Background: an optimization exercise with open tools, aiming at small area and a short achievable clock period. Do not read the settings as production practice. In this exercise RTL edits were held to simulation tests only and were not proved equivalent to the original. No activity file was given, so power comes from the tool's default toggle rates.

## try-umber
==> flow/design.v <==
module arp_cache #(
  parameter int DEPTH     = 16,
  parameter int AGE_W     = 8,
  parameter int AGE_LIMIT = 200,
  parameter int TICK_DIV  = 16
) (
  input  logic                     i_clk,
  input  logic                     i_rst,
  input  logic                     i_upd_valid,
  input  logic [31:0]              i_upd_ip,
  input  logic [47:0]              i_upd_mac,
  input  logic                     i_seek_valid,
  input  logic [31:0]              i_seek_ip,
  input  logic                     i_flush,
  output logic                     o_seek_valid,
  output logic                     o_seek_hit,
  output logic [47:0]              o_seek_mac,
  output logic [$clog2(DEPTH):0]   o_count
);
  localparam int IDX_W = $clog2(DEPTH);
  localparam int TCK_W = $clog2(TICK_DIV);
  logic flush;
  assign flush = i_flush;
  logic [31:0]      tbl_ip  [DEPTH];
  logic [47:0]      tbl_mac [DEPTH];
  logic [AGE_W-1:0] tbl_exp [DEPTH];
  logic [DEPTH-1:0] tbl_valid;
  logic             s1_valid, s1_byp;
  logic [DEPTH-1:0] s1_m, last_wsel;
  logic [31:0]      s1_ip;
  logic [47:0]      s1_mac;
  logic [TCK_W-1:0] tick_cnt;
  logic [AGE_W-1:0] gtick;
  logic [IDX_W-1:0] victim;
  logic [2:0]       grp_cnt [4];
  logic             tick, upd_acc, bypass, s1_hit, any_free, adv, seek_hit_c;
  logic [AGE_W-1:0] exp_new;
  logic [DEPTH-1:0] wsel, expire, keep, upd_m, seek_m, vnext, free_oh, vict_oh;
  logic [2:0]       keep_cnt [4];
  logic [3:0]       grp_add;
  logic [47:0]      seek_mac_c;   
  logic [47:0]      seek_mac_n;   
  logic [IDX_W:0]   cnt_c;
  assign tick    = &tick_cnt;
  assign upd_acc = i_upd_valid && (i_upd_ip != 32'd0) && !flush;
  assign bypass  = s1_valid && (s1_ip == i_upd_ip);
  assign exp_new = gtick + AGE_W'(AGE_LIMIT - 1) + AGE_W'(tick);
  always_comb begin
    s1_hit   = s1_byp | (|s1_m);
    any_free = ~&tbl_valid;
    for (int i = 0; i < DEPTH; i++) begin
      free_oh[i] = ~tbl_valid[i];
      for (int j = 0; j < i; j++) free_oh[i] = free_oh[i] & tbl_valid[j];
      vict_oh[i] = (victim == IDX_W'(i));
      wsel[i]    = s1_valid & (s1_m[i] | (s1_byp & last_wsel[i])
                              | (~s1_hit & (any_free ? free_oh[i] : vict_oh[i])));
    end
    adv = s1_valid & ~s1_hit & ~any_free;
  end
  always_comb begin
    for (int i = 0; i < DEPTH; i++) begin
      expire[i] = tick & tbl_valid[i] & (tbl_exp[i] == gtick);
      upd_m[i]  = tbl_valid[i] & (tbl_ip[i] == i_upd_ip);
      seek_m[i] = i_seek_valid & tbl_valid[i] & (tbl_ip[i] == i_seek_ip);
      keep[i]   = tbl_valid[i] & ~expire[i];
      vnext[i]  = wsel[i] | keep[i];
    end
  end
  always_comb begin
    seek_hit_c = |seek_m;
    seek_mac_c = '0;
    for (int i = 0; i < DEPTH; i++)
      seek_mac_c = seek_mac_c | ({48{seek_m[i]}} & ~tbl_mac[i]);
  end
  always_comb begin
    for (int g = 0; g < 4; g++) begin
      keep_cnt[g] = 3'(keep[4*g]) + 3'(keep[4*g+1]) + 3'(keep[4*g+2]) + 3'(keep[4*g+3]);
      grp_add[g]  = |(wsel[4*g +: 4] & ~keep[4*g +: 4]);
    end
  end
  always_comb begin
    cnt_c = '0;
    for (int g = 0; g < 4; g++) cnt_c = cnt_c + (IDX_W + 1)'(grp_cnt[g]);
  end
  always_ff @(posedge i_clk or posedge i_rst) begin
    if (i_rst) s1_valid <= 1'b0;
    else       s1_valid <= upd_acc;
  end
  always_ff @(posedge i_clk) begin
    s1_byp    <= bypass;
    s1_m      <= upd_m;
    last_wsel <= wsel;
    s1_ip  <= i_upd_ip;
    s1_mac <= i_upd_mac;
  end
  for (genvar i = 0; i < DEPTH; i++) begin : g_ent
    always_ff @(posedge i_clk) begin
      if (wsel[i]) begin
        tbl_ip[i]  <= s1_ip;
        tbl_mac[i] <= s1_mac;
        tbl_exp[i] <= exp_new;
      end
    end
  end
  always_ff @(posedge i_clk or posedge i_rst) begin
    if (i_rst) begin
      tbl_valid <= '0;
      for (int g = 0; g < 4; g++) grp_cnt[g] <= '0;
    end else if (flush) begin
      tbl_valid <= '0;
      for (int g = 0; g < 4; g++) grp_cnt[g] <= '0;
    end else begin
      tbl_valid <= vnext;
      for (int g = 0; g < 4; g++)
        grp_cnt[g] <= grp_add[g] ? keep_cnt[g] + 3'd1 : keep_cnt[g];
    end
  end
  always_ff @(posedge i_clk or posedge i_rst) begin
    if (i_rst) begin
      victim       <= '0;
      tick_cnt     <= '0;
      gtick        <= '0;
      o_seek_valid <= 1'b0;
      o_seek_hit   <= 1'b0;
      seek_mac_n   <= '0;
      o_count      <= '0;
    end else begin
      if (flush)
        victim <= '0;
      else if (adv)
        victim <= victim + IDX_W'(1);
      tick_cnt     <= tick_cnt + TCK_W'(1);
      if (tick) gtick <= gtick + AGE_W'(1);
      o_seek_valid <= i_seek_valid;
      o_seek_hit   <= seek_hit_c;
      seek_mac_n   <= seek_mac_c;
      o_count      <= cnt_c;
    end
  end
  assign o_seek_mac = ~seek_mac_n;
endmodule
Settings: LEC_CHECK=0, CAP_MARGIN=20, CORE_MARGIN=2, CORE_UTILIZATION=40, CTS_BUF_LIST=sky130_fd_sc_hd__clkbuf_4 sky130_fd_sc_hd__clkbuf_8, CTS_CLUSTER_SIZE=30, SETUP_SLACK_MARGIN=3.0, SLEW_MARGIN=20; clock period 6.0 ns.
run.sh (not shown) runs the stock make flow with config.mk's settings and CLKGATE_MAP_FILE= SYNTH_SCRIPT=/design/flow/synth_recipe.tcl, a recipe that flattens the netlist after the stock synthesis.
The following lists how try-xenon was set up differently from try-umber:
--- a/flow/config.mk
+++ b/flow/config.mk
@@ -9,5 +9,6 @@
 export CORE_MARGIN = 2
-export CORE_UTILIZATION = 40
-export CTS_BUF_LIST = sky130_fd_sc_hd__clkbuf_4 sky130_fd_sc_hd__clkbuf_8
-export CTS_CLUSTER_SIZE = 30
+export CORE_UTILIZATION = 60
+export CTS_BUF_LIST = sky130_fd_sc_hd__clkbuf_8 sky130_fd_sc_hd__clkbuf_16
+export CTS_CLUSTER_DIAMETER = 80
+export CTS_CLUSTER_SIZE = 20
 export SETUP_SLACK_MARGIN = 3.0
==> comparison <==
Every stage of the flow completed for try-xenon, and the final layout passed the timing, design-rule and antenna checks.
try-xenon vs. try-umber: proportion of cell area occupied by registers picked up an extra 1.5 points; fmax -2.7%; number of antenna violations at the first check in global routing now sits lower.
The switching share of power in try-xenon sits 0.18 points below the value recorded for try-umber.
Delta (try-xenon minus try-umber): routed wire length lost 3.6%; combinational share of power picked up an extra 1.3 points; maximum cell stage delay along the critical path lost 30 ps; number of multi-input combinational cells neither gained nor lost much; critical path depth lost 3.
Diff try-umber..try-xenon | xor and xnor area share after synthesis | negligible
The following lists how try-fjord was set up differently from try-xenon:
--- a/flow/config.mk
+++ b/flow/config.mk
@@ -9,6 +9,5 @@
 export CORE_MARGIN = 2
-export CORE_UTILIZATION = 60
-export CTS_BUF_LIST = sky130_fd_sc_hd__clkbuf_8 sky130_fd_sc_hd__clkbuf_16
-export CTS_CLUSTER_DIAMETER = 80
-export CTS_CLUSTER_SIZE = 20
+export CORE_UTILIZATION = 50
+export CTS_BUF_LIST = sky130_fd_sc_hd__clkbuf_4 sky130_fd_sc_hd__clkbuf_8
+export CTS_CLUSTER_SIZE = 30
 export SETUP_SLACK_MARGIN = 3.0
## What came out
- Summary of try-fjord over try-xenon: maximum fanout encountered on the critical timing path grew by 4; number of buffer and inverter stages on the critical path went up.
- try-fjord: share of final-layout standard cells stronger than drive strength 1 is 5.7 points higher than what try-xenon reported.
- Run comparison: try-xenon critical-path cell with the highest stage delay sky130_fd_sc_hd__fa_1; try-fjord critical-path cell with the highest stage delay sky130_fd_sc_hd__or4_4
- Between try-fjord and try-xenon, it is try-fjord whose placeable core region is higher, by 20%.
- Compared with try-xenon, try-fjord shows a higher floorplan die width.
- For power, dividing the value from try-fjord by the value from try-xenon gives 1.18.
- Relative to try-xenon, register fraction of the total cell area decreased by 2.1 points in try-fjord.
- try-fjord finished all stages; the layout is clean.
[inputs] try-delta vs try-fjord
--- a/flow/config.mk
+++ b/flow/config.mk
@@ -9,3 +9,3 @@
 export CORE_MARGIN = 2
-export CORE_UTILIZATION = 50
+export CORE_UTILIZATION = 40
 export CTS_BUF_LIST = sky130_fd_sc_hd__clkbuf_4 sky130_fd_sc_hd__clkbuf_8
@@ -14 +14,2 @@
 export SLEW_MARGIN = 20
+export TNS_END_PERCENT = 20
--- outcome ---
- Delta (try-delta minus try-fjord): critical path depth now sits higher, insertion delay of the later-clocked pin in the worst-skew pair now sits at about the same level, sum of internal, switching and leakage power now sits lower, part of the power in combinational logic now sits at about the same level.
- try-delta vs try-fjord on number of well taps: try-delta is the higher one.

-- separate check: timing with driven ports --
Ports are ideal in the flow. The routed layouts listed here were re-timed in OpenROAD. Step 1 assumes that a clkbuf_16 drives the clock port and a buf_2 every other input. Step 2 also shifts input and output timing later by t, the mid clock arrival at the registers, as if the neighbouring blocks saw the same clock. Three values: ideal, step 1, step 2; two values: the first two.
| run | t (ns) | setup WS [ns] | worst setup path at the end | clock arrival spread, ns | worst register clock-pin slew, ns |
|---|---|---|---|---|---|
| try-umber | 1.058 | 2.845 / 2.845 / 1.906 | input to register | 0.113 / 0.114 | 0.07 / 0.07 |
| try-xenon | 0.805 | 2.759 / 2.759 / 2.110 | input to register | 0.027 / 0.027 | 0.09 / 0.09 |
| try-fjord | 1.048 | 2.796 / 2.851 / 1.802 | input to register | 0.066 / 0.065 | 0.07 / 0.07 |
| try-delta | 1.042 | 2.821 / 2.821 / 1.888 | input to register | 0.121 / 0.121 | 0.07 / 0.07 |
After both steps setup and hold are still met in every run listed. For try-fjord, which loses most, drivers alone change the setup slack by +0.055 ns; drivers and shift together by -0.994 ns.
